From an optimization exercise on the open Yosys and OpenROAD flow, aimed at small area and a short achievable clock period; shortcuts taken in it are not production practice. RTL that was checked went through simulation tests only; none was proved equivalent to the original. No functional check of the RTL was part of run 1. In every run shown here, the design's own scripts or RTL, not TritonCTS, make the clock network. The clock input has no modelled driver; a real chip could not lean on it and would need a root buffer or a full tree. Power and IR drop assume default switching activity.

### design/flow/design.v
package ctrlPkg;
  typedef enum logic [4:0] {
    opNop = 5'h00, opLdr = 5'h01, opStr = 5'h02, opLpt = 5'h03,
    opSpt = 5'h04, opCmp = 5'h05, opAdd = 5'h06, opSub = 5'h07,
    opMul = 5'h08, opAnd = 5'h0B, opOr  = 5'h0C, opXor = 5'h0D,
    opNot = 5'h0E, opLsl = 5'h0F, opLsr = 5'h10,
    opJmp = 5'h14, opJsr = 5'h15, opRts = 5'h16,
    opJoc = 5'h17, opJsc = 5'h18, opRsc = 5'h19
  } opcode_t;
  typedef enum logic [6:0] {
    aluIdle       = 7'h00,
    aluPass       = 7'h40,
    aluCompare    = 7'h60,
    aluAddSub     = 7'h41,
    aluMul        = 7'h42,
    aluLogic      = 7'h44,
    aluShiftLeft  = 7'h48,
    aluShiftRight = 7'h50
  } aluFunc_t;
  typedef enum logic [3:0] {
    busIdle      = 4'h0,
    busAlu       = 4'h1,
    busRam       = 4'h2,
    busDataRom   = 4'h3,
    busGpu       = 4'h4,
    busImmediate = 4'h6
  } busSource_t;
  typedef enum logic [1:0] {pcAdvance, pcJump, pcCall, pcReturn} pcAction_t;
  typedef enum logic {stFetch, stExecute} fetchState_t;
endpackage
`timescale 1ns/10ps
module returnStack (
  input  logic                    CLK,
  input  logic                    arstN,
  input  logic                    execute,
  input  logic                    push,
  input  logic                    pop,
  input  logic [16-1:0] pushValue,
  output logic [16-1:0] top
);
  localparam int Lanes = 4;
  localparam int LaneBits = $clog2(Lanes);
  localparam int Loops = (1 << 8) / Lanes;
  localparam int W = 16;
  localparam int Taps = 3;
  logic [Lanes*Loops*W-1:0] cells;
  logic [Lanes*Loops*W-1:0] cellsNext;
  logic [LaneBits-1:0] ptrLo;       
  logic [LaneBits-1:0] turn;        
  logic [2*Lanes-1:0]  setPos;      
  logic [2*Lanes-1:0]  setPosNext;
  logic [2*Lanes-1:0]  setPosKeep;
  logic [2*Lanes-1:0]  setPosPush;
  logic [2*Lanes-1:0]  setPosPop;
  logic [Lanes-1:0]    setInv;      
  logic                upN;
  logic                dnN;
  logic                rotUp;
  logic [LaneBits-1:0] setRd;       
  logic [LaneBits-1:0] setWr;       
  logic [LaneBits-1:0] setE;        
  logic [LaneBits-1:0] setF;        
  logic [LaneBits-1:0] laneRd;
  logic [LaneBits-1:0] laneWr;
  logic [1:0]          posRd;
  logic [1:0]          posWr;
  logic [1:0]          posWrMoved;
  logic                upE;         
  logic                upF;         
  logic                upNextE;     
  logic [W-1:0]        wrData;
  logic [Lanes*Taps-1:0] rdSel;
  logic [Lanes*Taps-1:0] wrSel;
  logic                rdInv;
  logic                wrInv;
  function automatic logic [1:0] posOf(input logic [2*Lanes-1:0] p,
                                       input logic [LaneBits-1:0] s);
    posOf = p[2*s +: 2];
  endfunction
  function automatic logic moveUp(input logic [1:0] pos,
                                  input logic [LaneBits-1:0] ptr,
                                  input logic [LaneBits-1:0] s);
    logic [LaneBits-1:0] d;
    d = ptr - s;
    moveUp = (2'(pos) + 2'(d >= LaneBits'(Lanes / 2))) <= 2'd1;
  endfunction
  assign setRd = ptrLo - 1'b1;
  assign setWr = ptrLo;
  assign setE = LaneBits'(Lanes - 1) - turn;
  assign setF = LaneBits'(Lanes - 2) - turn;
  assign laneRd = setRd + turn;
  assign laneWr = setWr + turn;
  assign posRd = posOf(setPos, setRd);
  assign posWr = posOf(setPos, setWr);
  assign upE = !upN;
  assign upF = moveUp(posOf(setPos, setF), ptrLo, setF);
  assign upNextE = moveUp(posOf(setPos, setE), ptrLo, setE);
  assign posWrMoved = upNextE ? posWr + 2'd1 : posWr - 2'd1;
  assign wrData = pushValue ^ {W{wrInv}};
  always_ff @(posedge CLK)
  begin
    for (int j = 0; j < Lanes; j++)
      for (int k = 0; k < Taps; k++)
      begin
        rdSel[j*Taps+k] <= laneRd == LaneBits'(j) && posRd == 2'(k);
        if (j == 0)
          wrSel[j*Taps+k] <= laneWr == LaneBits'(Lanes - 1) && posWrMoved == 2'(k);
        else
          wrSel[j*Taps+k] <= laneWr == LaneBits'(j - 1) && posWr == 2'(k);
      end
    rdInv <= setInv[setRd];
    wrInv <= setInv[setWr] ^ (setWr == setE);
  end
  always_comb
  begin
    top = '0;
    for (int j = 0; j < Lanes; j++)
      for (int k = 0; k < Taps; k++)
        if (rdSel[j*Taps+k])
          top = top | cells[((j*Loops)+k)*W +: W];
    top = top ^ {W{rdInv}};
  end
  assign rotUp = execute ? upF : upNextE;
  always_comb
  begin
    for (int s = 0; s < Lanes; s++)
    begin
      setPosKeep[2*s +: 2] = setPos[2*s +: 2];
      if (LaneBits'(s) == setE)
        setPosKeep[2*s +: 2] = upE ? setPosKeep[2*s +: 2] + 2'd1 : setPosKeep[2*s +: 2] - 2'd1;
      if (LaneBits'(s) == setF)
        setPosKeep[2*s +: 2] = upF ? setPosKeep[2*s +: 2] + 2'd1 : setPosKeep[2*s +: 2] - 2'd1;
      setPosPush[2*s +: 2] = setPosKeep[2*s +: 2];
      setPosPop[2*s +: 2] = setPosKeep[2*s +: 2];
      if (LaneBits'(s) == LaneBits'(ptrLo + 1'b1))
        setPosPush[2*s +: 2] = setPosKeep[2*s +: 2] + 2'd1;
      if (LaneBits'(s) == ptrLo)
        setPosPop[2*s +: 2] = setPosKeep[2*s +: 2] - 2'd1;
    end
    if (push)
      setPosNext = setPosPush;
    else if (pop)
      setPosNext = setPosPop;
    else
      setPosNext = setPosKeep;
  end
  always_ff @(posedge CLK or negedge arstN)
  begin
    if (!arstN)
    begin
      ptrLo <= '0;
      turn <= '0;
      setPos <= '0;
      setInv <= '0;
      upN <= 1'b0;
      dnN <= 1'b1;
    end
    else
    begin
      if (execute)
      begin
        if (push)
          ptrLo <= ptrLo + 1'b1;
        else if (pop)
          ptrLo <= ptrLo - 1'b1;
        turn <= turn + LaneBits'(2);
        setPos <= setPosNext;
        setInv[setE] <= !setInv[setE];
        setInv[setF] <= !setInv[setF];
      end
      upN <= !rotUp;
      dnN <= rotUp;
    end
  end
  always_comb
  begin
    for (int k = 0; k < Loops; k++)
    begin
      cellsNext[k*W +: W] =
        ~((cells[(((Lanes-1)*Loops)+((k + Loops - 1) % Loops))*W +: W] | {W{upN}}) &
          (cells[(((Lanes-1)*Loops)+((k + 1) % Loops))*W +: W] | {W{dnN}}));
      for (int j = 1; j < Lanes; j++)
        cellsNext[((j*Loops)+k)*W +: W] = cells[(((j-1)*Loops)+k)*W +: W];
    end
    if (push)
    begin
      for (int j = 0; j < Lanes; j++)
        for (int k = 0; k < Taps; k++)
          if (wrSel[j*Taps+k])
            cellsNext[((j*Loops)+k)*W +: W] = wrData;
    end
  end
  always_ff @(posedge CLK)
    cells <= cellsNext;
endmodule
`timescale 1ns/10ps
module fetchSequencer (
  input  logic                    CLK,
  input  logic                    arstN,
  input  logic                    doJump,
  input  logic                    doCall,
  input  logic                    doReturn,
  input  logic [16-1:0] branchTarget,
  output logic                    execute,
  output logic [16-1:0] progRomAdd
);
  ctrlPkg::fetchState_t             state;
  logic [16-1:0] pc;
  logic [16-1:0] pcPlusOne;
  logic [16-1:0] nextPc;
  logic [16-1:0] stackTop;
  logic                    push;
  logic                    pop;
  always_ff @(posedge CLK or negedge arstN)
  begin
    if (!arstN)
      state <= ctrlPkg::stFetch;
    else if (state == ctrlPkg::stFetch)
      state <= ctrlPkg::stExecute;
    else
      state <= ctrlPkg::stFetch;
  end
  assign execute = (state == ctrlPkg::stExecute);
  assign pcPlusOne = pc + 1'b1;
  assign push = doCall;
  assign pop = doReturn;
  always_comb
  begin
    if (doJump || doCall)
      nextPc = branchTarget;
    else if (doReturn)
      nextPc = stackTop;
    else
      nextPc = pcPlusOne;
  end
  always_ff @(posedge CLK or negedge arstN)
  begin
    if (!arstN)
      pc <= '0;
    else if (execute)
      pc <= nextPc;
  end
  assign progRomAdd = pc;
  returnStack retStack (
    .CLK       (CLK),
    .arstN     (arstN),
    .execute   (execute),
    .push      (push),
    .pop       (pop),
    .pushValue (pcPlusOne),
    .top       (stackTop)
  );
endmodule
`timescale 1ns/10ps
module instructionDecoder (
  input  logic                       CLK,
  input  logic                       arstN,
  input  logic                       execute,
  input  logic [32-1:0]    controlWord,
  input  logic [6-1:0]  aluStatus,
  output logic [3-1:0] operand1,
  output logic [3-1:0] operand2,
  output logic [3-1:0] results,
  output ctrlPkg::aluFunc_t          aluOperation,
  output logic [3:0]                 aluParams,
  output ctrlPkg::busSource_t        busState,
  output logic                       aluReadBus,
  output logic                       ramWrite,
  output logic                       gpuWrite,
  output logic [16-1:0]    dout,
  output logic                       doJump,
  output logic                       doCall,
  output logic                       doReturn,
  output logic [16-1:0]    branchTarget,
  output logic                       ramLoad,
  output logic                       romLoad,
  output logic                       gpuLoad,
  output logic                       fromPointer,
  output logic [16-1:0]    immediate
);
  logic [1:0]                 variant;
  logic [4:0]                 opcode;
  logic [3-1:0] op1Field;
  logic [3-1:0] op2Field;
  logic [3-1:0] resultField;
  logic [6-1:0]  condMask;
  logic [16-1:0]    immField;
  assign variant = controlWord[1:0];
  assign opcode = controlWord[6:2];
  assign op1Field = controlWord[9:7];
  assign op2Field = controlWord[12:10];
  assign resultField = controlWord[15:13];
  assign condMask = controlWord[12:7];
  assign immField = controlWord[31:16];
  logic taken;
  logic isLdr, isStr, isLpt, isSpt, isCmp, isAdd, isSub, isMul;
  logic isAnd, isOr, isXor, isNot, isLsl, isLsr;
  logic isLoad;    
  logic isAlu;     
  logic v0, v1, v2, v3;
  assign taken = |(condMask & aluStatus);
  assign isLdr = opcode == ctrlPkg::opLdr;
  assign isStr = opcode == ctrlPkg::opStr;
  assign isLpt = opcode == ctrlPkg::opLpt;
  assign isSpt = opcode == ctrlPkg::opSpt;
  assign isCmp = opcode == ctrlPkg::opCmp;
  assign isAdd = opcode == ctrlPkg::opAdd;
  assign isSub = opcode == ctrlPkg::opSub;
  assign isMul = opcode == ctrlPkg::opMul;
  assign isAnd = opcode == ctrlPkg::opAnd;
  assign isOr = opcode == ctrlPkg::opOr;
  assign isXor = opcode == ctrlPkg::opXor;
  assign isNot = opcode == ctrlPkg::opNot;
  assign isLsl = opcode == ctrlPkg::opLsl;
  assign isLsr = opcode == ctrlPkg::opLsr;
  assign isLoad = isLdr | isLpt;
  assign isAlu = isCmp | isAdd | isSub | isMul | isAnd | isOr | isXor | isNot | isLsl | isLsr;
  assign v0 = variant == 2'd0;
  assign v1 = variant == 2'd1;
  assign v2 = variant == 2'd2;
  assign v3 = variant == 2'd3;
  logic loadOperand1;
  logic loadOperand2;
  logic loadResults;
  logic loadParams;
  logic loadDout;
  logic ramSel;
  logic romSel;
  logic gpuSel;
  assign loadOperand1 = isStr | isSpt | isAlu;
  assign loadOperand2 = isAlu & v1;
  assign loadResults = isLoad | (isAlu & !isCmp);
  assign loadParams = isAlu;
  assign loadDout = (isLdr & v3) | isSpt | (isAlu & v3);
  assign ramSel = ((isLoad | isStr | isAlu) & v0) | (isSpt & !variant[0]);
  assign romSel = isLoad & v1;
  assign gpuSel = ((isLoad | isStr | isAlu) & v2) | (isSpt & variant[0]);
  assign fromPointer = isLpt | isSpt;
  logic [6:0] nxtAluOp;
  logic [3:0] nxtParams;
  logic [3:0] nxtBus;
  logic       busSelRam, busSelRom, busSelGpu, busSelImm, busSelAlu;
  logic       nxtReadBus;
  logic       nxtRamWrite;
  logic       nxtGpuWrite;
  assign nxtAluOp = {isLoad | isAlu, isCmp, isLsr, isLsl,
                     isAnd | isOr | isXor | isNot, isMul, isAdd | isSub};
  assign nxtParams = {2'b00, isXor | isNot, isSub | isOr | isNot};
  assign busSelRam = (isLoad | isAlu) & v0;
  assign busSelRom = isLoad & v1;
  assign busSelGpu = (isLoad | isAlu) & v2;
  assign busSelImm = (isLdr & v3) | (isSpt & variant[1]) | (isAlu & v3);
  assign busSelAlu = isStr | (isSpt & !variant[1]);
  assign nxtBus = {1'b0, busSelGpu | busSelImm, busSelRam | busSelRom | busSelImm,
                   busSelRom | busSelAlu};
  assign nxtReadBus = isLoad | (isAlu & !v1);
  assign nxtRamWrite = (isStr & v0) | (isSpt & !variant[0]);
  assign nxtGpuWrite = (isStr & v2) | (isSpt & variant[0]);
  assign doJump = execute && ((opcode == ctrlPkg::opJmp) || ((opcode == ctrlPkg::opJoc) && taken));
  assign doCall = execute && ((opcode == ctrlPkg::opJsr) || ((opcode == ctrlPkg::opJsc) && taken));
  assign doReturn = execute && ((opcode == ctrlPkg::opRts) || ((opcode == ctrlPkg::opRsc) && taken));
  assign branchTarget = immField;
  assign immediate = immField;
  assign ramLoad = execute && ramSel;
  assign romLoad = execute && romSel;
  assign gpuLoad = execute && gpuSel;
  always_ff @(posedge CLK or negedge arstN)
  begin
    if (!arstN)
    begin
      operand1 <= '0;
      operand2 <= '0;
      results <= '0;
      aluOperation <= ctrlPkg::aluIdle;
      aluParams <= '0;
      busState <= ctrlPkg::busIdle;
      aluReadBus <= 1'b0;
      ramWrite <= 1'b0;
      gpuWrite <= 1'b0;
      dout <= '0;
    end
    else if (execute)
    begin
      if (loadOperand1)
        operand1 <= op1Field;
      if (loadOperand2)
        operand2 <= op2Field;
      if (loadResults)
        results <= resultField;
      aluOperation <= ctrlPkg::aluFunc_t'(nxtAluOp);
      if (loadParams)
        aluParams <= nxtParams;
      busState <= ctrlPkg::busSource_t'(nxtBus);
      aluReadBus <= nxtReadBus;
      ramWrite <= nxtRamWrite;
      gpuWrite <= nxtGpuWrite;
      if (loadDout)
        dout <= immField;
    end
    else
    begin
      ramWrite <= 1'b0;
      gpuWrite <= 1'b0;
    end
  end
endmodule
`timescale 1ns/10ps
module addressPointers (
  input  logic                    CLK,
  input  logic                    arstN,
  input  logic                    ramLoad,
  input  logic                    romLoad,
  input  logic                    gpuLoad,
  input  logic                    fromPointer,
  input  logic [16-1:0] immediate,
  input  logic [16-1:0] freg,
  input  logic [16-1:0] greg,
  input  logic [16-1:0] hreg,
  output logic [16-1:0] ramAdd,
  output logic [16-1:0] dataRomAdd,
  output logic [16-1:0] gpuAdd
);
  logic [2:0]              loadVec;
  logic [16-1:0] ptrSrc [3];
  logic [16-1:0] ptrReg [3];
  assign loadVec = {gpuLoad, romLoad, ramLoad};
  assign ptrSrc[0] = freg;
  assign ptrSrc[1] = greg;
  assign ptrSrc[2] = hreg;
  for (genvar i = 0; i < 3; i++)
  begin : gPtr
    always_ff @(posedge CLK or negedge arstN)
    begin
      if (!arstN)
        ptrReg[i] <= '0;
      else if (loadVec[i])
        ptrReg[i] <= fromPointer ? ptrSrc[i] : immediate;
    end
  end
  assign ramAdd = ptrReg[0];
  assign dataRomAdd = ptrReg[1];
  assign gpuAdd = ptrReg[2];
endmodule
`timescale 1ns/10ps
module controlTop (
  input  logic                       CLK,
  input  logic                       arstN,
  input  logic [32-1:0]    controlWord,
  input  logic [6-1:0]  aluStatus,
  input  logic [16-1:0]    freg,
  input  logic [16-1:0]    greg,
  input  logic [16-1:0]    hreg,
  output logic [16-1:0]    progRomAdd,
  output logic [16-1:0]    ramAdd,
  output logic [16-1:0]    dataRomAdd,
  output logic [16-1:0]    gpuAdd,
  output logic [3-1:0] operand1,
  output logic [3-1:0] operand2,
  output logic [3-1:0] results,
  output ctrlPkg::aluFunc_t          aluOperation,
  output logic [3:0]                 aluParams,
  output ctrlPkg::busSource_t        busState,
  output logic                       aluReadBus,
  output logic                       ramWrite,
  output logic                       gpuWrite,
  output logic [16-1:0]    dout
);
  logic                    execute;
  logic                    doJump;
  logic                    doCall;
  logic                    doReturn;
  logic [16-1:0] branchTarget;
  logic                    ramLoad;
  logic                    romLoad;
  logic                    gpuLoad;
  logic                    fromPointer;
  logic [16-1:0] immediate;
  fetchSequencer fetchSeq (
    .CLK          (CLK),
    .arstN        (arstN),
    .doJump       (doJump),
    .doCall       (doCall),
    .doReturn     (doReturn),
    .branchTarget (branchTarget),
    .execute      (execute),
    .progRomAdd   (progRomAdd)
  );
  instructionDecoder decoder (
    .CLK          (CLK),
    .arstN        (arstN),
    .execute      (execute),
    .controlWord  (controlWord),
    .aluStatus    (aluStatus),
    .operand1     (operand1),
    .operand2     (operand2),
    .results      (results),
    .aluOperation (aluOperation),
    .aluParams    (aluParams),
    .busState     (busState),
    .aluReadBus   (aluReadBus),
    .ramWrite     (ramWrite),
    .gpuWrite     (gpuWrite),
    .dout         (dout),
    .doJump       (doJump),
    .doCall       (doCall),
    .doReturn     (doReturn),
    .branchTarget (branchTarget),
    .ramLoad      (ramLoad),
    .romLoad      (romLoad),
    .gpuLoad      (gpuLoad),
    .fromPointer  (fromPointer),
    .immediate    (immediate)
  );
  addressPointers pointers (
    .CLK         (CLK),
    .arstN       (arstN),
    .ramLoad     (ramLoad),
    .romLoad     (romLoad),
    .gpuLoad     (gpuLoad),
    .fromPointer (fromPointer),
    .immediate   (immediate),
    .freg        (freg),
    .greg        (greg),
    .hreg        (hreg),
    .ramAdd      (ramAdd),
    .dataRomAdd  (dataRomAdd),
    .gpuAdd      (gpuAdd)
  );
endmodule
### design/flow/flow/run.sh
#!/bin/bash
# The standard layout (bash standard.sh), with the clock tree built by
# flow/clock_tree.tcl instead of TritonCTS. Each tool's full output is in
# orfs/logs/; this script's own output is in run_flow.log.
set -euo pipefail
here="$(pwd)"
export PRE_CTS_TCL="$here/flow/cts_hook.tcl"
export MIDS_PER_ROOT=8
export LEAF_SINKS=28
bash standard.sh PRE_CTS_TCL="$PRE_CTS_TCL" finish 2>&1 | tee "$here/run_flow.log"
### design/flow/flow/clock_tree.tcl
# Three-level clock tree: the clock port drives four root buffers, each
# root drives the mid buffers of its quarter of the die, each mid buffer
# the leaf buffers of its part of that quarter, each leaf drives
# a compact cluster of about LEAF_SINKS flip-flop clock pins. Clusters are
# made by recursive bisection of the sink positions, so all leaves carry
# the same number of sinks and all buffers above them the same fanout.

proc ct_centroid {pts} {
  set sx 0.0
  set sy 0.0
  foreach p $pts {
    set sx [expr {$sx + [lindex $p 1]}]
    set sy [expr {$sy + [lindex $p 2]}]
  }
  set n [llength $pts]
  return [list [expr {int($sx / $n)}] [expr {int($sy / $n)}]]
}

# split pts (list of {iterm x y}) into n groups of equal size
proc ct_bisect {pts n} {
  if {$n <= 1} {
    return [list $pts]
  }
  set xs [lmap p $pts {lindex $p 1}]
  set ys [lmap p $pts {lindex $p 2}]
  set w [expr {[tcl::mathfunc::max {*}$xs] - [tcl::mathfunc::min {*}$xs]}]
  set h [expr {[tcl::mathfunc::max {*}$ys] - [tcl::mathfunc::min {*}$ys]}]
  set idx [expr {$w >= $h ? 1 : 2}]
  set sorted [lsort -integer -index $idx $pts]
  set n1 [expr {$n / 2}]
  set cut [expr {int(round([llength $pts] * double($n1) / $n))}]
  set a [lrange $sorted 0 [expr {$cut - 1}]]
  set b [lrange $sorted $cut end]
  return [concat [ct_bisect $a $n1] [ct_bisect $b [expr {$n - $n1}]]]
}

proc ct_make_buffer {block master name x y} {
  set inst [odb::dbInst_create $block $master $name]
  set w [$master getWidth]
  set h [$master getHeight]
  $inst setLocation [expr {$x - $w / 2}] [expr {$y - $h / 2}]
  $inst setPlacementStatus PLACED
  return $inst
}

proc ct_out_iterm {inst} {
  foreach it [$inst getITerms] {
    if {[$it isOutputSignal]} {
      return $it
    }
  }
  error "no output on [$inst getName]"
}

proc ct_in_iterm {inst} {
  foreach it [$inst getITerms] {
    if {[$it isInputSignal]} {
      return $it
    }
  }
  error "no input on [$inst getName]"
}

proc build_two_level_clock_tree {args} {
  set clk_port CLK
  set leaf_sinks 28
  set n_roots 4
  set n_mids 4
  if {[info exists ::env(MIDS_PER_ROOT)]} {
    set n_mids $::env(MIDS_PER_ROOT)
  }
  if {[info exists ::env(LEAF_SINKS)]} {
    set leaf_sinks $::env(LEAF_SINKS)
  }
  set block [ord::get_db_block]
  set db [ord::get_db]
  set master [$db findMaster sky130_fd_sc_hd__clkbuf_16]
  set clk_net [$block findNet $clk_port]

  set pts {}
  foreach it [$clk_net getITerms] {
    set inst [$it getInst]
    set bb [$inst getBBox]
    set x [expr {([$bb xMin] + [$bb xMax]) / 2}]
    set y [expr {([$bb yMin] + [$bb yMax]) / 2}]
    lappend pts [list $it $x $y]
  }
  set n_sinks [llength $pts]
  set n_leaves [expr {int(ceil(double($n_sinks) / $leaf_sinks))}]

  set n_groups [expr {$n_roots * $n_mids}]
  set n_leaves [expr {(($n_leaves + $n_groups - 1) / $n_groups) * $n_groups}]
  set per_mid [expr {$n_leaves / $n_groups}]
  puts "clock tree: $n_sinks sinks, $n_roots roots, $n_groups mid buffers, $n_leaves leaf buffers"
  set l 0
  set m 0
  set r 0
  foreach q [ct_bisect $pts $n_roots] {
    set mids {}
    set mid_pos {}
    foreach mg [ct_bisect $q $n_mids] {
      set leaves {}
      set leaf_pos {}
      foreach g [ct_bisect $mg $per_mid] {
        lassign [ct_centroid $g] x y
        set leaf [ct_make_buffer $block $master "clkbuf_leaf_${l}_$clk_port" $x $y]
        set net [odb::dbNet_create $block "clknet_leaf_${l}_$clk_port"]
        $net setSigType CLOCK
        foreach p $g {
          set it [lindex $p 0]
          $it disconnect
          $it connect $net
        }
        [ct_out_iterm $leaf] connect $net
        lappend leaves $leaf
        lappend leaf_pos [list $leaf $x $y]
        incr l
      }
      lassign [ct_centroid $leaf_pos] x y
      set mid [ct_make_buffer $block $master "clkbuf_mid_${m}_$clk_port" $x $y]
      set mnet [odb::dbNet_create $block "clknet_mid_${m}_$clk_port"]
      $mnet setSigType CLOCK
      foreach leaf $leaves {
        [ct_in_iterm $leaf] connect $mnet
      }
      [ct_out_iterm $mid] connect $mnet
      lappend mids $mid
      lappend mid_pos [list $mid $x $y]
      incr m
    }
    lassign [ct_centroid $mid_pos] x y
    set root [ct_make_buffer $block $master "clkbuf_root_${r}_$clk_port" $x $y]
    set rnet [odb::dbNet_create $block "clknet_root_${r}_$clk_port"]
    $rnet setSigType CLOCK
    foreach mid $mids {
      [ct_in_iterm $mid] connect $rnet
    }
    [ct_out_iterm $root] connect $rnet
    [ct_in_iterm $root] connect $clk_net
    incr r
  }
  set_propagated_clock [all_clocks]
}
### design/flow/flow/cts_hook.tcl
# Sourced by ORFS's cts.tcl before it runs clock_tree_synthesis: replace
# that command with the tree builder of clock_tree.tcl. The rest of the
# CTS step (legalisation, timing repair) runs as in the standard flow.
source [file join [file dirname [info script]] clock_tree.tcl]
rename clock_tree_synthesis ""
proc clock_tree_synthesis {args} {
  build_two_level_clock_tree
}
### design/flow/standard.sh
#!/bin/bash
# synth_recipe.tcl (not shown) runs the flow's synth.tcl, then flattens the netlist and writes it again
# the make line also repeats each setting of config.mk as NAME=value (left out here)
make -C /OpenROAD-flow-scripts/flow DESIGN_CONFIG=/design/flow/config.mk WORK_HOME=/design/flow/orfs CLKGATE_MAP_FILE= SYNTH_SCRIPT=/design/flow/synth_recipe.tcl "${@:-finish}"
### design/flow/config.mk
export PLATFORM = sky130hd
export DESIGN_NAME = controlTop
export DESIGN_NICKNAME = controlTop
export VERILOG_FILES = /design/flow/design.v
export SDC_FILE = /design/flow/constraint.sdc
export NUM_CORES = 4
export LEC_CHECK = 0
export CAP_MARGIN = 20
export CORE_MARGIN = 2
export CORE_UTILIZATION = 65
export PLACE_DENSITY = 0.7
export SETUP_SLACK_MARGIN = 2.8
export SLEW_MARGIN = 20
### design/flow/constraint.sdc
create_clock -name core_clock -period 5.0 [get_ports {CLK}]
set_input_delay 1.0000 -clock core_clock [delete_from_list [all_inputs] [get_ports {CLK}]]
set_output_delay 1.0000 -clock core_clock [all_outputs]
set_load 0.01 [all_outputs]
==> results of run 1 <==
[cells in the final DEF (no fill, tap or decap), types with 18 or more instances in the layout]
cell,count
dfrtp_1,98
o2bb2ai_1,18
clkdlybuf4s50_1,67
inv_1,31
xnor2_1,18
a21oi_2,65
a21oi_1,59
dfxtp_1,4111
mux2_2,26
nand2_8,20
nand2_2,33
o22ai_1,1013
nand3_1,30
dfrtp_2,20
mux2i_1,24
nor2_1,34
mux2_4,20
o21ai_0,71
buf_12,44
a31oi_1,39
o21ai_2,24
a22o_1,48
a221oi_1,48
o21ai_1,92
buf_16,26
buf_6,70
buf_4,133
buf_2,77
clkbuf_16,207
nor2_4,19
nand2_4,24
nand2_1,122
xor2_1,27
[power by group through the flow]
| stage | logic, W | clock network (W) | registers [W] |
|---|---|---|---|
| final | 0.0131 | 0.0163 | 0.0594 |
| after global routing | 0.0142 | 0.0178 | 0.0611 |
| after CTS | 0.0123 | 0.0166 | 0.0594 |
| after detailed placement | 0.0115 | 0 | 0.0599 |
| after global placement | 0.0112 | 0 | 0.0593 |
| after floorplan | 0.00888 | 0 | 0.0563 |
[what timing repair did]
item / CTS / global route
gates cloned: 25 / 22
endpoints found under the setup margin: 896 / 393
hold buffers: 0 / 0
gates resized for setup: 724 / 278
pin swaps: 29 / 55
setup buffers: 145 / 45
[per-stage QoR]
| stage | hold slack, ns | util [%] |
|---|---|---|
| finish | 0.3054 | 73.70 |
| global route | 0.3256 | 73.70 |
| CTS | 0.3032 | 72.53 |
| detailed placement | 0.3121 | 67.80 |
| global placement | 0.3096 | 67.80 |
| floorplan | 0.3096 | - |
[kinds of logic after synthesis]
family	Yosys count
other	1
AOI/OAI and AO/OA	1553
adders and majority gates	14
and+or+nand+nor	366
muxes	77
DFF	4244
buffers and inverters	408
xor gates and xnor gates	67
[how the worst min path moves through the flow]
| stage | start | endpoint |
|---|---|---|
| finish | fetchSeq.retStack.cells[2025] | fetchSeq.retStack.cells[3049] |
| global route | fetchSeq.retStack.cells[2215] | fetchSeq.retStack.cells[3239] |
| CTS | fetchSeq.retStack.cells[82] | fetchSeq.retStack.cells[1106] |
| detailed placement | fetchSeq.retStack.cells[144] | fetchSeq.retStack.cells[1168] |
| global placement | fetchSeq.retStack.cells[795] | fetchSeq.retStack.cells[1819] |
| floorplan | fetchSeq.retStack.cells[48] | fetchSeq.retStack.cells[1072] |
[synth_stat cells (9+ instances only)]
| library cell | number | area (sq um) |
|---|---|---|
| inv_1 | 33 | 123.9 |
| mux2_2 | 41 | 461.7 |
| buf_1 | 15 | 56.30 |
| nor2b_1 | 20 | 125.1 |
| xor2_1 | 45 | 394.1 |
| nand2b_1 | 15 | 93.84 |
| nand3_1 | 35 | 175.2 |
| a22o_1 | 49 | 429.2 |
| a221oi_1 | 50 | 437.9 |
| a31oi_1 | 39 | 244.0 |
| xnor2_1 | 22 | 192.7 |
| ha_1 | 14 | 175.2 |
| mux2i_1 | 25 | 250.2 |
| dfrtp_1 | 121 | 3028 |
| nand2_1 | 182 | 683.2 |
| buf_2 | 28 | 140.1 |
| dfxtp_1 | 4122 | 82520 |
| o21ai_0 | 188 | 940.9 |
| a21oi_1 | 129 | 645.6 |
| buf_4 | 13 | 97.59 |
| nor2_1 | 53 | 198.9 |
| o21a_1 | 13 | 97.59 |
| o2bb2ai_1 | 18 | 157.7 |
| o221ai_1 | 12 | 105.1 |
| and2_1 | 12 | 75.07 |
| o22ai_1 | 1013 | 6337 |
| buf_6 | 9 | 101.4 |
| clkbuf_1 | 307 | 1152 |
[critical path, cell delays in order]
cell and delay (ns):
buf_6 0.10, buf_6 0.12, nand2_1 0.17, o21ai_0 0.19, a221o_2 0.49, buf_6 0.14, nand2b_4 0.13, a21oi_4 0.15
buf_6 0.12, buf_12 0.17, mux2i_4 0.24
[area by class of cell]
class	instances	share of cell area [%]
Sequential cell	4244	75.60
Multi-Input combinational cell	2096	13.29
Timing Repair Buffer	452	4.414
Buffer	196	4.330
Tap cell	2044	2.258
Inverter	33	0.1127
[flip-flops by register name (all words and copies together), names as in the netlist, 2 cells and up, named ones only]
register	flops
decoder.aluOperation	7
decoder.aluParams	2
decoder.busState	3
decoder.dout	16
decoder.operand1	3
decoder.operand2	3
decoder.results	3
fetchSeq.pc	16
fetchSeq.retStack.cells	4096
fetchSeq.retStack.ptrLo	2
fetchSeq.retStack.rdSel	12
fetchSeq.retStack.setPos	8
fetchSeq.retStack.wrSel	12
pointers.ptrReg	48
[layer usage]
layer  vias to the layer above  track usage (%)  wire length (um)
met3                       480            4.042             15190
met4                         4            5.534              6129
met1                     24651            34.48             89470
met2                      1624            32.58             79340
li1                      23702                -                 -
met5                         -                0               238
==> flow_metrics.tcl, run 1 <==
set metrics [dict create \
    relSlewSlack_pct 17.98 \
    final-hold-violation-count 0 \
    fillers 9443 \
    power_frac_seq_pct 66.9 \
    p_int_w 0.06464 \
    die_width_um 397.1 \
    ys_ff_latch 4244 \
    place.gp.congestion 0.8632 \
    switching_share_pct 27.18 \
    synth-simple-area-share_pct 1.703 \
    dr.pass1.iters 6 \
    tns_ns 0 \
    worstMarginPinSlew_ns 1.230 \
    worstPathRequired_ns 5.52 \
    final_layout_size_suffix_gt1_share_pct 13.30 \
    multi_input_area_sq_mm 0.01505 \
    power.leakage_nw 45.72 \
    numPortBuffers 191 \
    muxShareOfSynthArea_pct 0.9068 \
    ant_nets 0 \
    die-area_sq_mm 0.1577 \
    dp.cells 8632 \
    fin_skew_ns 0.06027 \
    grt_max_degree 196 \
    synth_cell_types 74 \
    period_share_pct 50.66 \
    hpwl_um 103000 \
    status "no timing/DRC/antenna violations" \
    first_iter_violations 4798 \
    track_usage_pct 22.29 \
    synth_edf_count 0 \
    synthCells 6730 \
    start_util_pct 65.36 \
    nets 7125 \
    synthXorXnorAreaFrac_pct 0.5842 \
    hold-path-cell-count 0 \
    setup_viol 0 \
    power.switching_w 0.02413 \
    gr-total-overflow 0 \
    grt_pass1_vias 48866 \
    final_max_slew_viol_count 0 \
    final_cells 9065 \
    grt_first_pass_wirelength_um 280700 \
    hold_class "reg -> reg" \
    fin_area_sq_mm 0.1133 \
    drc 0 \
    synth_compound_area_share_pct 9.735 \
    r2r-start "fetchSeq.retStack.rdSel[0]" \
    core_sq_mm 0.1537 \
    ys_warn_count 6 \
    async_flop_share_pct 2.875 \
    wire_per_inst_um 21.00 \
    critPathLaunch "controlWord[5]" \
    post_synth_instance_area_sq_mm 0.1004 \
    io_pins 195 \
    max_cap_viol_count 0 \
    clockPowerShare_pct 18.4 \
    synth_top_family_by_area "compound AO/OA/AOI/OAI gates" \
    r2r_cells 5 \
    r2r-end "fetchSeq.pc[8]" \
    postSynthAreaPerCell_sq_um 14.92 \
    setup.worst_path.end_class "flop" \
    fp-row-count 144 \
    power.density_mw_per_mm2 783.7 \
    achievable-frequency_ghz 0.3948 \
    via_per_inst 5.567 \
    placed_cell_area_sq_mm 0.1042 \
    pre_cts_ws_ns 1.023 \
    synth_seq_area_share_pct 85.19 \
    antenna_found_initial 2 \
    startpoint_type "input pin" \
    p_comb_share_pct 14.7 \
    path_clk_slew_ns 0.10 \
    crit_end "pointers.ptrReg[0][11]" \
    rsz0062_at_grt "true" \
    critPathKind "in -> reg" \
    finalWirelength_um 190400 \
    cp.arrival_ns 3.05 \
    layout_setup_ws_ns 2.467 \
    dieHeight_um 397.1 \
    final.min_clock_period_ns 2.533 \
    yosys.area_share.adder_pct 0.1744 \
    cp_max_fo 8 \
    syn_to_final_growth_pct 12.77 \
    p_total_w 0.08877 \
    synth_top_flop_cell "dfxtp_1" \
    vdd_drop_max_uv 530.0 \
    antenna_cells 0 \
    vias 50461 \
    regArea_sq_mm 0.08563 \
    reg2reg_slack_ns 2.70 \
    worst_skew_pair.late_latency_ns 0.63 \
]
==> inputs of run 2 (changes only) <==
--- a/design/flow/design.v
+++ b/design/flow/design.v
@@ -39,7 +39,7 @@
   output logic [16-1:0] top
 );
   localparam int Lanes = 4;
-  localparam int LaneBits = $clog2(Lanes);
+  localparam int LaneBits = 2;      
   localparam int Loops = (1 << 8) / Lanes;
   localparam int W = 16;
   localparam int Taps = 3;
==> run 2 against run 1 <==
Effect of this change: still clean; critical path depth stayed put; register-to-register slack is essentially flat; sequential power hardly changed; sequential share of layout area did not move; clock power about the same; first-iteration DRC count did not move; synthesized area is the same; critical path type unchanged; largest cell class unchanged; largest power group unchanged.
==> flow_metrics.tcl, run 2 <==
set metrics [dict create \
    ys_warn_count 6 \
    r2r-start "fetchSeq.retStack.rdSel[0]" \
    gr-total-overflow 0 \
    final_cells 9065 \
    numPortBuffers 191 \
    slowest_stage "a221o_2" \
    path_clk_slew_ns 0.10 \
    r2r_cells 5 \
    worst_skew_pair.late_latency_ns 0.63 \
    tns_ns 0 \
    grt_first_pass_wirelength_um 280700 \
    crit_buf_inv 5 \
    dr.pass1.iters 6 \
    fillers 9443 \
    core_sq_mm 0.1537 \
    power.density_mw_per_mm2 783.7 \
    synth_cell_types 74 \
    final_layout_size_suffix_gt1_share_pct 13.30 \
    final-hold-violation-count 0 \
    synth_top_flop_cell "dfxtp_1" \
    path_delay_family "compound AO/OA/AOI/OAI gates" \
    setup.worst_path.end_class "flop" \
    final_max_slew_viol_count 0 \
    synth_seq_area_share_pct 85.19 \
    achievable-frequency_ghz 0.3948 \
    cpMostUsedCell "buf_6" \
    vias 50461 \
    regMostFlops "fetchSeq.retStack.cells" \
    min_from "fetchSeq.retStack.cells[2025]" \
    first_iter_violations 4798 \
    fin_skew_ns 0.06027 \
    synth_top_area_share_pct 82.15 \
    synthTopCellsByCount "dfxtp_1 (4122), o22ai_1 (1013), clkbuf_1 (307)" \
    die_width_um 397.1 \
    final_common_cell "dfxtp_1" \
    start_util_pct 65.36 \
    fp-row-count 144 \
    final.min_clock_period_ns 2.533 \
    place.gp.congestion 0.8632 \
    muxShareOfSynthArea_pct 0.9068 \
    dp.cells 8632 \
    cp.arrival_ns 3.05 \
    critPathLaunch "controlWord[5]" \
    largest_register_ffs 4096 \
    synthCells 6730 \
    grt_pass1_vias 48866 \
    yosys.cell_count.top_type "dfxtp_1" \
    period_share_pct 50.66 \
    hold-path-cell-count 0 \
    antenna_cells 0 \
    whs_ns 0.3054 \
    status "no timing/DRC/antenna violations" \
    crit_chain "buf_6 -> buf_6 -> nand2_1 -> o21ai_0 -> a221o_2 -> buf_6 -> nand2b_4 -> a21oi_4 -> buf_6 -> buf_12 -> mux2i_4" \
    via_per_inst 5.567 \
    hold_buffers 0 \
    synthXorXnorAreaFrac_pct 0.5842 \
    postSynthAreaPerCell_sq_um 14.92 \
    finalWirelength_um 190400 \
    startpoint_type "input pin" \
    vdd_drop_max_uv 530.0 \
    post_synth_instance_area_sq_mm 0.1004 \
    dieHeight_um 397.1 \
    synth_area_leader_cell "dfxtp_1" \
    max_cap_viol_count 0 \
    wire_per_inst_um 21.00 \
    netlist_top_cells_area "dfxtp_1 (82%), o22ai_1 (6.3%), dfrtp_1 (3.0%)" \
    synth_compound_area_share_pct 9.735 \
    async_flop_share_pct 2.875 \
    cp_max_fo 8 \
    synth_edf_count 0 \
    ant_nets 0 \
    worstPathRequired_ns 5.52 \
    yosys.area_share.adder_pct 0.1744 \
    hold_class "reg -> reg" \
    relSlewSlack_pct 17.98 \
    drc 0 \
    critPathKind "in -> reg" \
    io_pins 195 \
    power.leakage_nw 45.72 \
    slowest_delay_ns 0.49 \
    syn_to_final_growth_pct 12.77 \
    setup_viol 0 \
    die-area_sq_mm 0.1577 \
    track_usage_pct 22.29 \
    reg_top3 "fetchSeq.retStack.cells: 4096 flops, pointers.ptrReg: 48 flops" \
    ys_ff_latch 4244 \
    path_depth 11 \
    final_cell_mix "dfxtp_1 (4111), o22ai_1 (1013), clkbuf_16 (207)" \
    antenna_found_initial 2 \
    synth-simple-area-share_pct 1.703 \
    grt_max_degree 196 \
    nets 7125 \
    worstMarginPinSlew_ns 1.230 \
    synth_top_family_by_area "compound AO/OA/AOI/OAI gates" \
    hpwl_um 103000 \
    rsz0062_at_grt "true" \
]
-- run 2: cell counts after synthesis --
No cell type changed its count.
-- run 2: final timing paths --
kind,to,slack (ns)
min,fetchSeq.retStack.cells[3049],0.31
max reg2reg,fetchSeq.pc[8],2.70
min reg2reg,fetchSeq.retStack.cells[3049],0.31
max,pointers.ptrReg[0][11],2.47
min in group asynchronous,decoder.dout[8],0.38
max in group asynchronous,fetchSeq.pc[12],3.46
-- run 2: cells by family after synthesis --
logic type / count (synthesis)
XOR/XNOR: 67
AO/OA/AOI/OAI: 1553
AND/OR/NAND/NOR: 366
adder cells (fa/ha/maj): 14
multiplexers: 77
other: 1
buffers and inverters: 408
flip-flops: 4244
-- run 2: metrics by stage --
stage	util (%)	setup WS (ns)	cell area, sq um	power [W]
3_5_place_dp	67.80	1.023	104200	0.07141
5_1_grt	73.70	2.449	113300	0.09309
2_1_floorplan	-	2.310	101100	0.06514
6_report	73.70	2.467	113300	0.08877
4_1_cts	72.53	2.585	111500	0.08833
3_3_place_gp	67.80	1.020	104200	0.07048
-- run 2: area by class of cell --
class / count / area, sq um / share of cell area, %
plain buffers: 196 / 4905 / 4.330
multi-input cells: 2096 / 15050 / 13.29
repair buffers: 452 / 5000 / 4.414
flip-flops and latches: 4244 / 85630 / 75.60
well taps: 2044 / 2557 / 2.258
inverters: 33 / 127.6 / 0.1127
-- run 2: timing repair --
| action | CTS | global route |
|---|---|---|
| endpoints found under the setup margin | 896 | 393 |
| gates resized for setup | 724 | 278 |
| endpoints found under the hold margin | 0 | 0 |
| pin swaps | 29 | 55 |
| cloned | 25 | 22 |
| setup buffers | 145 | 45 |
-- run 2: per-layer routing --
metal  GRT usage (%)  part of all wire [%]
met5               0                  0.13
met3           4.042                   8.0
met1           34.48                    47
met2           32.58                    42
met4           5.534                   3.2
-- run 2: report_power, final --
group	switching, W	total (W)	leakage (nW)	internal [W]
clock network	0.00924	0.0163	2.42	0.00707
logic	0.00738	0.0131	7.08	0.00567
registers	0.00750	0.0594	36.2	0.0519
==> inputs of run 3 (changes only) <==
--- a/design/flow/config.mk
+++ b/design/flow/config.mk
@@ -9,5 +9,5 @@
 export CORE_MARGIN = 2
 export CORE_UTILIZATION = 65
 export PLACE_DENSITY = 0.7
-export SETUP_SLACK_MARGIN = 2.8
+export SETUP_SLACK_MARGIN = 2.6
 export SLEW_MARGIN = 20
==> run 3 against run 2 <==
Effect of this change: cell area is 2.1% lower; register-to-register slack worse by 0.07 ns; die area stayed put; worst hold slack hardly changed; highest routed layer unchanged; fmax is 3.8% higher; sequential share of layout area is 1.6 points higher; global-route usage is 0.095 points lower; worst setup slack better by 0.093 ns; clock power hardly changed; clock skew hardly changed; sequential power hardly changed.
==> flow_metrics.tcl, run 3 <==
set metrics [dict create \
    status "no timing/DRC/antenna violations" \
    fp-row-count 144 \
    path_clk_slew_ns 0.10 \
    muxShareOfSynthArea_pct 0.9068 \
    r2r_cells 8 \
    start_util_pct 65.36 \
    drc 0 \
    fin_skew_ns 0.06009 \
    hold_class "reg -> reg" \
    antenna_found_initial 14 \
    place.gp.congestion 0.8546 \
    yosys.cell_count.top_type "dfxtp_1" \
    max_cap_viol_count 0 \
    final-hold-violation-count 0 \
    die_width_um 397.1 \
    synth_seq_area_share_pct 85.19 \
    whs_ns 0.3051 \
    async_flop_share_pct 2.875 \
    critPathKind "in -> reg" \
    postSynthAreaPerCell_sq_um 14.92 \
    vias 49145 \
    r2r-start "fetchSeq.state" \
    synth_cell_types 74 \
    ys_warn_count 6 \
    achievable-frequency_ghz 0.4098 \
    synth_top_family_by_area "compound AO/OA/AOI/OAI gates" \
    regMostFlops "fetchSeq.retStack.cells" \
    grt_pass1_vias 49078 \
    critPathLaunch "controlWord[4]" \
    hold_buffers 0 \
    period_share_pct 48.81 \
    synth-simple-area-share_pct 1.703 \
    startpoint_type "input pin" \
    reg2reg_slack_ns 2.63 \
    numPortBuffers 191 \
    final.min_clock_period_ns 2.440 \
    final_layout_size_suffix_gt1_share_pct 8.198 \
    dieHeight_um 397.1 \
    syn_to_final_growth_pct 10.35 \
    fin_area_sq_mm 0.1108 \
    synth_area_leader_cell "dfxtp_1" \
    synthXorXnorAreaFrac_pct 0.5842 \
    crit_end "fetchSeq.retStack.cells[3119]" \
    first_iter_violations 3734 \
    setup_viol 0 \
    tns_ns 0 \
    grt_first_pass_wirelength_um 280000 \
    largest_register_ffs 4096 \
    post_synth_instance_area_sq_mm 0.1004 \
    netlist_top_cells_area "dfxtp_1 (82%), o22ai_1 (6.3%), dfrtp_1 (3.0%)" \
    final_common_cell "dfxtp_1" \
    synth_compound_area_share_pct 9.735 \
    gr-total-overflow 0 \
    reg_top3 "fetchSeq.retStack.cells: 4096 flops, pointers.ptrReg: 48 flops" \
    hpwl_um 104200 \
    via_per_inst 5.498 \
    synth_top_flop_cell "dfxtp_1" \
    grt_max_degree 204 \
    power.leakage_nw 44.89 \
    synth_edf_count 0 \
    relSlewSlack_pct 17.06 \
    rsz0062_at_grt "true" \
    r2r-end "fetchSeq.retStack.setPos[6]" \
    worstMarginPinSlew_ns 1.242 \
    power.density_mw_per_mm2 790.7 \
    cp_max_fo 5 \
    dr.pass1.iters 7 \
    synthCells 6730 \
    final_cell_mix "dfxtp_1 (4119), o22ai_1 (1013), clkbuf_16 (197)" \
    nets 6996 \
    placed_cell_area_sq_mm 0.1042 \
    setup.worst_path.end_class "flop" \
    synthTopCellsByCount "dfxtp_1 (4122), o22ai_1 (1013), clkbuf_1 (307)" \
    ant_nets 0 \
    core_sq_mm 0.1537 \
    track_usage_pct 22.19 \
    io_pins 195 \
    finalWirelength_um 181300 \
    die-area_sq_mm 0.1577 \
    final_max_slew_viol_count 0 \
    worst_skew_pair.late_latency_ns 0.63 \
    worstPathRequired_ns 5.50 \
    vdd_drop_max_uv 523.1 \
    synth_top_area_share_pct 82.15 \
    yosys.area_share.adder_pct 0.1744 \
    wire_per_inst_um 20.28 \
    cp.arrival_ns 2.94 \
    ys_ff_latch 4244 \
]
[run 3: layout make-up]
cell class / count / area (sq um)
flip-flops and latches: 4244 / 85610
fillers: 9956 / 42840
multi-input cells: 2093 / 14090
plain buffers: 196 / 4905
repair buffers: 326 / 3557
well taps: 2044 / 2557
inverters: 33 / 127.6
diodes: 3 / 7.507
[run 3: critical path, cell delays in order]
cell,delay (ns)
buf_8,0.10
buf_8,0.11
or3b_4,0.40
a211oi_4,0.25
buf_12,0.15
and2_4,0.21
buf_12,0.16
nand2_8,0.09
buf_12,0.17
mux2_4,0.29
[run 3: worst min path at each step]
| stage | from | to | cells after the start |
|---|---|---|---|
| after floorplan | fetchSeq.retStack.cells[48] | fetchSeq.retStack.cells[1072] | 0 |
| after global placement | fetchSeq.retStack.cells[2031] | fetchSeq.retStack.cells[3055] | 0 |
| after detailed placement | fetchSeq.retStack.cells[267] | fetchSeq.retStack.cells[1291] | 0 |
| after CTS | fetchSeq.retStack.cells[106] | fetchSeq.retStack.cells[1130] | 0 |
| after global routing | fetchSeq.retStack.cells[1075] | fetchSeq.retStack.cells[2099] | 0 |
| final | fetchSeq.retStack.cells[2004] | fetchSeq.retStack.cells[3028] | 0 |
[run 3: metal layers]
metal | global-route usage, % | share of wire, % | vias to the layer above
li1 | - | - | 23432
met1 | 34.00 | 47 | 23996
met2 | 32.46 | 42 | 1356
met3 | 3.981 | 7.7 | 359
met4 | 6.369 | 3.0 | 2
met5 | 0 | 0.0066 | -
[run 3: cell families (layout without fill, tap and decap cells)]
logic type,Yosys count,after routing
AO/OA/AOI/OAI,1553,1553
XOR/XNOR,67,67
adder cells (fa/ha/maj),14,14
buffers and inverters,408,555
flip-flops,4244,4244
multiplexers,77,77
other,1,6
AND/OR/NAND/NOR,366,379
[run 3: power breakdown]
part / internal, W / leakage [nW] / total (W) / switching, W
clock network: 0.00707 / 2.42 / 0.0163 / 0.00920
logic: 0.00517 / 6.24 / 0.0121 / 0.00694
registers: 0.0519 / 36.2 / 0.0593 / 0.00739
[run 3: what timing repair did]
item,in CTS,in global routing
cloned,23,3
setup endpoints to repair,585,198
resized for setup,312,70
setup buffers,60,15
pin swaps,24,16
[run 3: per-stage QoR]
| step | utilization (%) | power (W) | instances | setup slack (ns) |
|---|---|---|---|---|
| floorplan | - | 0.06509 | 6732 | 2.310 |
| global placement | 67.82 | 0.07044 | 8639 | 0.8092 |
| detailed placement | 67.82 | 0.07140 | 8639 | 0.7744 |
| CTS | 71.84 | 0.08797 | 8918 | 2.557 |
| global route | 72.12 | 0.09212 | 8936 | 2.517 |
| finish | 72.12 | 0.08765 | 8939 | 2.560 |
==> inputs of run 4 (changes only) <==
--- a/design/flow/design.v
+++ b/design/flow/design.v
@@ -299,22 +299,33 @@
   logic isAlu;     
   logic v0, v1, v2, v3;
   assign taken = |(condMask & aluStatus);
-  assign isLdr = opcode == ctrlPkg::opLdr;
-  assign isStr = opcode == ctrlPkg::opStr;
-  assign isLpt = opcode == ctrlPkg::opLpt;
-  assign isSpt = opcode == ctrlPkg::opSpt;
-  assign isCmp = opcode == ctrlPkg::opCmp;
-  assign isAdd = opcode == ctrlPkg::opAdd;
-  assign isSub = opcode == ctrlPkg::opSub;
-  assign isMul = opcode == ctrlPkg::opMul;
-  assign isAnd = opcode == ctrlPkg::opAnd;
-  assign isOr = opcode == ctrlPkg::opOr;
-  assign isXor = opcode == ctrlPkg::opXor;
-  assign isNot = opcode == ctrlPkg::opNot;
-  assign isLsl = opcode == ctrlPkg::opLsl;
-  assign isLsr = opcode == ctrlPkg::opLsr;
-  assign isLoad = isLdr | isLpt;
-  assign isAlu = isCmp | isAdd | isSub | isMul | isAnd | isOr | isXor | isNot | isLsl | isLsr;
+  logic [3:0] opHi;
+  logic [7:0] opLo;
+  always_comb
+  begin
+    for (int i = 0; i < 4; i++)
+      opHi[i] = opcode[4:3] == 2'(i);
+    for (int i = 0; i < 8; i++)
+      opLo[i] = opcode[2:0] == 3'(i);
+  end
+  assign isLdr = opHi[0] & opLo[1];    
+  assign isStr = opHi[0] & opLo[2];    
+  assign isLpt = opHi[0] & opLo[3];    
+  assign isSpt = opHi[0] & opLo[4];    
+  assign isCmp = opHi[0] & opLo[5];    
+  assign isAdd = opHi[0] & opLo[6];    
+  assign isSub = opHi[0] & opLo[7];    
+  assign isMul = opHi[1] & opLo[0];    
+  assign isAnd = opHi[1] & opLo[3];    
+  assign isOr = opHi[1] & opLo[4];     
+  assign isXor = opHi[1] & opLo[5];    
+  assign isNot = opHi[1] & opLo[6];    
+  assign isLsl = opHi[1] & opLo[7];    
+  assign isLsr = opHi[2] & opLo[0];    
+  assign isLoad = opHi[0] & (opLo[1] | opLo[3]);
+  assign isAlu = (opHi[0] & (opLo[5] | opLo[6] | opLo[7])) |
+                 (opHi[1] & (opLo[0] | opLo[3] | opLo[4] | opLo[5] | opLo[6] | opLo[7])) |
+                 (opHi[2] & opLo[0]);
   assign v0 = variant == 2'd0;
   assign v1 = variant == 2'd1;
   assign v2 = variant == 2'd2;
@@ -356,9 +367,9 @@
   assign nxtReadBus = isLoad | (isAlu & !v1);
   assign nxtRamWrite = (isStr & v0) | (isSpt & !variant[0]);
   assign nxtGpuWrite = (isStr & v2) | (isSpt & variant[0]);
-  assign doJump = execute && ((opcode == ctrlPkg::opJmp) || ((opcode == ctrlPkg::opJoc) && taken));
-  assign doCall = execute && ((opcode == ctrlPkg::opJsr) || ((opcode == ctrlPkg::opJsc) && taken));
-  assign doReturn = execute && ((opcode == ctrlPkg::opRts) || ((opcode == ctrlPkg::opRsc) && taken));
+  assign doJump = execute && ((opHi[2] & opLo[4]) || ((opHi[2] & opLo[7]) && taken));
+  assign doCall = execute && ((opHi[2] & opLo[5]) || ((opHi[3] & opLo[0]) && taken));
+  assign doReturn = execute && ((opHi[2] & opLo[6]) || ((opHi[3] & opLo[1]) && taken));
   assign branchTarget = immField;
   assign immediate = immField;
   assign ramLoad = execute && ramSel;
==> run 4 against run 3 <==
Effect of this change: sequential share of layout area increased by 0.94 points; critical path depth down 9; largest cell class unchanged; global-route usage is 1.1 points lower; core utilization fell by 0.21 points.
==> flow_metrics.tcl, run 4 <==
set metrics [dict create \
    status "no timing/DRC/antenna violations" \
    vias 47916 \
    synth_top_flop_cell "dfxtp_1" \
    dr.pass1.iters 6 \
    place.gp.congestion 0.8598 \
    final-hold-violation-count 0 \
    netlist_top_cells_area "dfxtp_1 (83%), o22ai_1 (6.4%), dfrtp_1 (3.0%)" \
    power.density_mw_per_mm2 796.7 \
    grt_pass1_vias 47484 \
    final.min_clock_period_ns 2.396 \
    synth_edf_count 0 \
    path_clk_slew_ns 0.10 \
    nets 6940 \
    slowest_stage "dfrtp_1" \
    power.leakage_nw 44.48 \
    ys_ff_latch 4244 \
    final_cell_mix "dfxtp_1 (4122), o22ai_1 (1025), nand2_1 (201), clkbuf_16 (201), o21ai_0 (174)" \
    crit_chain "buf_2" \
    dieHeight_um 395.9 \
    ys_warn_count 6 \
    synth_top_area_share_pct 82.64 \
    dp.cells 8622 \
    ant_nets 0 \
    slowest_delay_ns 0.50 \
    regMostFlops "fetchSeq.retStack.cells" \
    fin_util_pct 71.91 \
    yosys.cell_count.top_type "dfxtp_1" \
    antenna_found_initial 10 \
    die_width_um 395.9 \
    tns_ns 0 \
    worstPathRequired_ns 4.00 \
    worstMarginPinSlew_ns 1.210 \
    synthTopCellsByCount "dfxtp_1 (4122), o22ai_1 (1025), clkbuf_1 (296)" \
    via_per_inst 5.404 \
    grt_max_degree 214 \
    gr-total-overflow 0 \
    largest_register_ffs 4096 \
    path_delay_family "flip-flops" \
    post_synth_instance_area_sq_mm 0.09985 \
    fp-row-count 143 \
    layout_setup_ws_ns 2.604 \
    die-area_sq_mm 0.1568 \
    hold_buffers 0 \
    pre_cts_ws_ns 0.8555 \
    io_pins 195 \
    synth_area_leader_cell "dfxtp_1" \
    final_max_slew_viol_count 0 \
    worst_skew_pair.late_latency_ns 0.62 \
    reg_top3 "fetchSeq.retStack.cells: 4096 flops, pointers.ptrReg: 48 flops" \
    fin_skew_ns 0.05399 \
    setup.worst_path.end_class "primary output" \
    setup_viol 0 \
    synth_cell_types 64 \
    start_util_pct 65.58 \
    period_share_pct 47.91 \
    track_usage_pct 21.04 \
    crit_buf_inv 1 \
    finalWirelength_um 171400 \
    first_iter_violations 3667 \
    fillers 9807 \
    final_cells 8867 \
    final_common_cell "dfxtp_1" \
    rsz0062_at_grt "true" \
    grt_first_pass_wirelength_um 266900 \
    synthCells 6718 \
    final_layout_size_suffix_gt1_share_pct 6.451 \
    placed_cell_area_sq_mm 0.1035 \
    critPathKind "reg -> out" \
    cp_max_fo 4 \
    fin_area_sq_mm 0.1095 \
    vdd_drop_max_uv 539.2 \
    startpoint_type "flop" \
    cp.arrival_ns 1.40 \
    syn_to_final_growth_pct 9.653 \
    drc 0 \
    achievable-frequency_ghz 0.4174 \
    synth_seq_area_share_pct 85.70 \
    wire_per_inst_um 19.33 \
    postSynthAreaPerCell_sq_um 14.86 \
    core_sq_mm 0.1523 \
    numPortBuffers 191 \
    relSlewSlack_pct 19.26 \
    max_cap_viol_count 0 \
    hpwl_um 99970 \
    async_flop_share_pct 2.875 \
    hold_class "reg -> reg" \
]
-- run 4: cell types whose count changed in the layout (fill, tap and decap cells not counted), sizes merged, moves of 15 or more --
cell	change
buf	-44
mux2	-17
a31oi	-38
nor2	+85
mux2i	-20
a21oi	+15
-- run 4: cell families after synthesis --
kind of cell | after synthesis | share of synthesized area, %
xor+xnor | 73 | 0.6403
buf+inv | 381 | 1.558
other cells | 1 | 0.003756
compound gates | 1520 | 9.492
simple gates | 445 | 1.918
mux | 40 | 0.5125
fa+ha+maj | 14 | 0.1754
flops | 4244 | 85.70
-- run 4: final timing paths --
kind	startpoint	slack [ns]	to	cells after the start
max in group asynchronous	arstN	3.64	pointers.ptrReg[1][15]	2
hold reg to reg	fetchSeq.retStack.cells[448]	0.30	fetchSeq.retStack.cells[1472]	0
setup reg to reg	fetchSeq.retStack.rdSel[11]	2.70	fetchSeq.pc[7]	6
hold / removal	fetchSeq.retStack.cells[448]	0.30	fetchSeq.retStack.cells[1472]	0
min in group asynchronous	arstN	0.35	decoder.operand1[0]	1
setup / recovery	fetchSeq.pc[14]	2.60	progRomAdd[14]	1
-- run 4: metrics by stage --
| stage | hold slack [ns] | power (W) |
|---|---|---|
| 2_1_floorplan | 0.3096 | 0.06498 |
| 3_3_place_gp | 0.3097 | 0.07022 |
| 3_5_place_dp | 0.3121 | 0.07122 |
| 4_1_cts | 0.3061 | 0.08753 |
| 5_1_grt | 0.3216 | 0.09185 |
| 6_report | 0.2952 | 0.08723 |
-- run 4: power breakdown --
part           internal [W]  switching, W  total, W
Combinational       0.00496       0.00684    0.0118
Clock               0.00707       0.00919    0.0163
Sequential           0.0519       0.00723    0.0592
Total                0.0640        0.0233    0.0872
-- run 4: layout make-up --
| cell class | count | area [sq um] | share of cell area [%] |
|---|---|---|---|
| Buffer | 196 | 4905 | 4.480 |
| Tap cell | 2030 | 2540 | 2.320 |
| Timing Repair Buffer | 279 | 2927 | 2.673 |
| Inverter | 18 | 67.56 | 0.06171 |
| Multi-Input combinational cell | 2099 | 13460 | 12.29 |
| Antenna cell | 1 | 2.502 | 0.002285 |
| Sequential cell | 4244 | 85590 | 78.17 |
-- run 4: routing by layer --
layer / global-route usage [%] / wire (um) / vias to the layer above
met4: 5.221 / 4402 / 2
met5: 0 / 13 / -
met3: 3.876 / 10850 / 290
met2: 30.41 / 71370 / 1121
li1: - / - / 23164
met1: 32.86 / 84740 / 23339
-- run 4: repair_timing --
action                     in CTS  in global routing
cloned                          6                  5
setup endpoints to repair     411                406
pin swaps                      19                 13
setup buffers                  27                 10
gates resized for setup       274                 80
-- run 4: worst register-to-register path, cell delays in order (launching register included) --
cell and delay (ns):
dfxtp_1 1.09, a22o_1 0.25, a221oi_1 0.05, nand3_1 0.28
xor2_1 0.11, a211oi_1 0.29, o2bb2ai_1 0.10
==> inputs of run 5 (changes only) <==
==> design/flow/flow/run.sh (replaced) <==
#!/bin/bash
# The standard layout (bash standard.sh), with the clock tree built by
# flow/clock_tree.tcl instead of TritonCTS, ports buffered with buf_4 and
# no delay cells used as buffers after placement. Each tool's full output
# is in orfs/logs/; this script's own output is in run_flow.log.
set -euo pipefail
here="$(pwd)"
export PRE_CTS_TCL="$here/flow/cts_hook.tcl"
export PRE_RESIZE_TCL="$here/flow/dont_use_delay.tcl"
export PRE_GLOBAL_ROUTE_TCL="$here/flow/dont_use_delay.tcl"
export BUFFER_PORTS_ARGS="-buffer_cell sky130_fd_sc_hd__buf_4"
export MIDS_PER_ROOT=8
export LEAF_SINKS=28
bash standard.sh PRE_CTS_TCL="$PRE_CTS_TCL" PRE_RESIZE_TCL="$PRE_RESIZE_TCL" \
  PRE_GLOBAL_ROUTE_TCL="$PRE_GLOBAL_ROUTE_TCL" BUFFER_PORTS_ARGS="$BUFFER_PORTS_ARGS" \
  finish 2>&1 | tee "$here/run_flow.log"
==> design/flow/flow/cts_hook.tcl (replaced) <==
# Sourced by ORFS's cts.tcl before it runs clock_tree_synthesis: replace
# that command with the tree builder of clock_tree.tcl. The rest of the
# CTS step (legalisation, timing repair) runs as in the standard flow.
source [file join [file dirname [info script]] dont_use_delay.tcl]
source [file join [file dirname [info script]] clock_tree.tcl]
rename clock_tree_synthesis ""
proc clock_tree_synthesis {args} {
  build_two_level_clock_tree
}
==> design/flow/flow/dont_use_delay.tcl (new file) <==
# Keep the resizer from using delay cells as buffers in this step (they
# are slow and only meant for hold fixing, which this design does not need).
set_dont_use [get_lib_cells {sky130_fd_sc_hd__clkdlybuf4s* sky130_fd_sc_hd__dlygate4sd* sky130_fd_sc_hd__dlymetal6s*}]
==> run 5 against run 4 <==
Effect of this change: die area unchanged; critical endpoint is now fetchSeq.pc[7]; fmax down 1.2%; via count about the same; sequential cell count did not move; wire length about the same; first-iteration DRC count grew 2.2%; worst hold slack gained 0.011 ns; clock skew fell by 0.015 ns; worst setup slack worse by 0.030 ns; cell area fell by 0.83%; highest routed layer is now met4; still clean; power about the same.
==> flow_metrics.tcl, run 5 <==
set metrics [dict create \
    io_pins 195 \
    synth_edf_count 0 \
    multi_input_area_sq_mm 0.01324 \
    cp.arrival_ns 2.92 \
    synth_area_leader_cell "dfxtp_1" \
    worstPathRequired_ns 5.50 \
    p_comb_share_pct 13.5 \
    ant_nets 0 \
    clockPowerShare_pct 18.6 \
    setup_viol 0 \
    placed_cell_area_sq_mm 0.1030 \
    via_per_inst 5.409 \
    switching_share_pct 26.62 \
    path_delay_family "compound AO/OA/AOI/OAI gates" \
    final_common_cell "dfxtp_1" \
    netlist_top_cells_area "dfxtp_1 (83%), o22ai_1 (6.4%), dfrtp_1 (3.0%)" \
    grt_max_degree 204 \
    grt_pass1_vias 47191 \
    achievable-frequency_ghz 0.4122 \
    wire_per_inst_um 19.36 \
    vias 47884 \
    slowest_delay_ns 0.41 \
    fin_skew_ns 0.03923 \
    p_total_w 0.08720 \
    antenna_found_initial 8 \
    power.density_mw_per_mm2 803.0 \
    fin_area_sq_mm 0.1086 \
    worst_skew_pair.late_latency_ns 0.60 \
    synth_seq_area_share_pct 85.70 \
    final_cell_mix "dfxtp_1 (4122), o22ai_1 (1025), buf_4 (212)" \
    p_int_w 0.06398 \
    start_util_pct 65.58 \
    path_clk_slew_ns 0.10 \
    gr-total-overflow 0 \
    hold_buffers 0 \
    fp-row-count 143 \
    crit_buf_inv 3 \
    numPortBuffers 191 \
    hpwl_um 101000 \
    synthTopCellsByCount "dfxtp_1 (4122), o22ai_1 (1025), clkbuf_1 (296)" \
    grt_first_pass_wirelength_um 267000 \
    syn_to_final_growth_pct 8.745 \
    nets 6920 \
    fillers 9852 \
    reg_top3 "fetchSeq.retStack.cells: 4096 flops, pointers.ptrReg: 48 flops" \
    synth_top_area_share_pct 82.64 \
    regMostFlops "fetchSeq.retStack.cells" \
    postSynthAreaPerCell_sq_um 14.86 \
    first_iter_violations 3746 \
    setup.worst_path.end_class "flop" \
    dr.pass1.iters 6 \
    slowest_stage "a22oi_2" \
    yosys.cell_count.top_type "dfxtp_1" \
    die-area_sq_mm 0.1568 \
    finalWirelength_um 171300 \
    relSlewSlack_pct 23.61 \
    vdd_drop_max_uv 516.9 \
    ys_ff_latch 4244 \
    tns_ns 0 \
    synthCells 6718 \
    dieHeight_um 395.9 \
    synth_cell_types 64 \
    post_synth_instance_area_sq_mm 0.09985 \
    crit_chain "buf_4 -> a22oi_2 -> a311oi_4 -> or2_4 -> buf_1 -> or2_4 -> buf_2 -> a211oi_1 -> o2bb2ai_1" \
    largest_register_ffs 4096 \
    startpoint_type "input pin" \
    final.min_clock_period_ns 2.426 \
    power.leakage_nw 44.20 \
    drc 0 \
    rsz0062_at_grt "false" \
    final_max_slew_viol_count 0 \
    power_frac_seq_pct 67.9 \
    track_usage_pct 21.12 \
    max_cap_viol_count 0 \
    ys_warn_count 6 \
    power.switching_w 0.02322 \
    final_layout_size_suffix_gt1_share_pct 8.216 \
    period_share_pct 48.52 \
    regArea_sq_mm 0.08559 \
    synth_top_flop_cell "dfxtp_1" \
    async_flop_share_pct 2.875 \
    worstMarginPinSlew_ns 1.146 \
    cp_max_fo 5 \
    final-hold-violation-count 0 \
    core_sq_mm 0.1523 \
    hold_class "reg -> reg" \
    critPathKind "in -> reg" \
    status "no timing/DRC/antenna violations" \
    die_width_um 395.9 \
    place.gp.congestion 0.8205 \
    cpMostUsedCell "or2_4" \
]
-- run 5: cell counts after synthesis --
No cell type changed its count.
-- run 5: stage by stage --
stage / utilization (%) / hold slack [ns] / std cells / setup slack, ns
finish: 71.31 / 0.3058 / 8852 / 2.574
global route: 71.30 / 0.3132 / 8846 / 2.564
CTS: 71.14 / 0.3119 / 8829 / 2.454
detailed placement: 67.64 / 0.3121 / 8618 / 1.495
global placement: 67.64 / 0.3095 / 8618 / 1.552
floorplan: - / 0.3096 / 6720 / 2.503
-- run 5: logic make-up after synthesis --
kind of cell,Yosys count,synth area share (%)
fa+ha+maj,14,0.1754
xor+xnor,73,0.6403
mux,40,0.5125
other cells,1,0.003756
flops,4244,85.70
compound gates,1520,9.492
buf+inv,381,1.558
simple gates,445,1.918
-- run 5: final timing paths --
path	start	endpoint	slack, ns	cells after the start
worst max-delay path	aluStatus[5]	fetchSeq.pc[7]	2.57	9
worst min-delay path	fetchSeq.retStack.cells[1130]	fetchSeq.retStack.cells[2154]	0.31	0
worst max register to register	fetchSeq.retStack.dnN	fetchSeq.retStack.cells[489]	2.70	2
worst min register to register	fetchSeq.retStack.cells[1130]	fetchSeq.retStack.cells[2154]	0.31	0
max in group asynchronous	arstN	pointers.ptrReg[1][7]	3.59	2
min in group asynchronous	arstN	decoder.operand1[0]	0.42	1
-- run 5: repair_timing --
action | in CTS | in global routing
gates cloned | 2 | 2
hold endpoints to repair | 0 | 0
setup buffers | 13 | 15
gates resized for setup | 49 | 26
pin swaps | 4 | 6
setup endpoints to repair | 321 | 239
-- run 5: metal layers --
metal	part of all wire, %	up-vias	GRT usage [%]
met5	0	-	0
met4	2.7	0	5.086
met3	6.3	275	3.423
met2	42	1132	31.23
met1	49	23382	32.72
li1	-	23095	-
-- run 5: layout make-up --
type                       count  area share [%]
buffer                       196           4.517
timing repair buffer         259           2.049
multi-input combinational   2099           12.19
tap                         2030           2.339
inverter                      18         0.06222
sequential                  4244           78.83
antenna                        6         0.01383
-- run 5: power by group through the flow --
| stage | logic (W) | clock network [W] | registers (W) |
|---|---|---|---|
| after global routing | 0.0130 | 0.0178 | 0.0610 |
| final | 0.0117 | 0.0162 | 0.0592 |
| after CTS | 0.0116 | 0.0166 | 0.0595 |
| after global placement | 0.0109 | 0 | 0.0593 |
| after floorplan | 0.00865 | 0 | 0.0563 |
| after detailed placement | 0.0112 | 0 | 0.0599 |

==> afterwards: timing with drivers on the ports <==
How much do the figures lean on ideal ports? The routed layouts below were timed once more, with nothing changed but the port constraints.
Step 1 (the two cells are an assumption about what drives the block):
set clk [get_ports {CLK}]
set_driving_cell -lib_cell sky130_fd_sc_hd__clkbuf_16 $clk
set_driving_cell -lib_cell sky130_fd_sc_hd__buf_2 [delete_from_list [all_inputs] $clk]
Step 2 adds t to the input delays and takes it off the output delays; t is the mean of the earliest and latest rising clock arrival at the registers after step 1. Input paths then give back, and output paths get back, about the clock's delay inside the block.
a / b / c = ideal ports / drivers / drivers and shift; a / b = the first two.
run | t, ns | setup slack, ns | clock arrival spread, ns
run 1 | 0.766 | 2.467 / 2.446 / 1.828 | 0.064 / 0.065
run 2 | 0.766 | 2.467 / 2.446 / 1.828 | 0.064 / 0.065
run 3 | 0.777 | 2.560 / 2.424 / 1.918 | 0.069 / 0.070
run 4 | 0.768 | 2.604 / 2.428 / 1.999 | 0.067 / 0.067
run 5 | 0.758 | 2.574 / 2.468 / 1.970 | 0.051 / 0.052
After both steps every run listed still meets setup and hold. For run 3, which loses most, drivers alone change the setup slack by -0.136 ns; drivers and shift together by -0.642 ns.
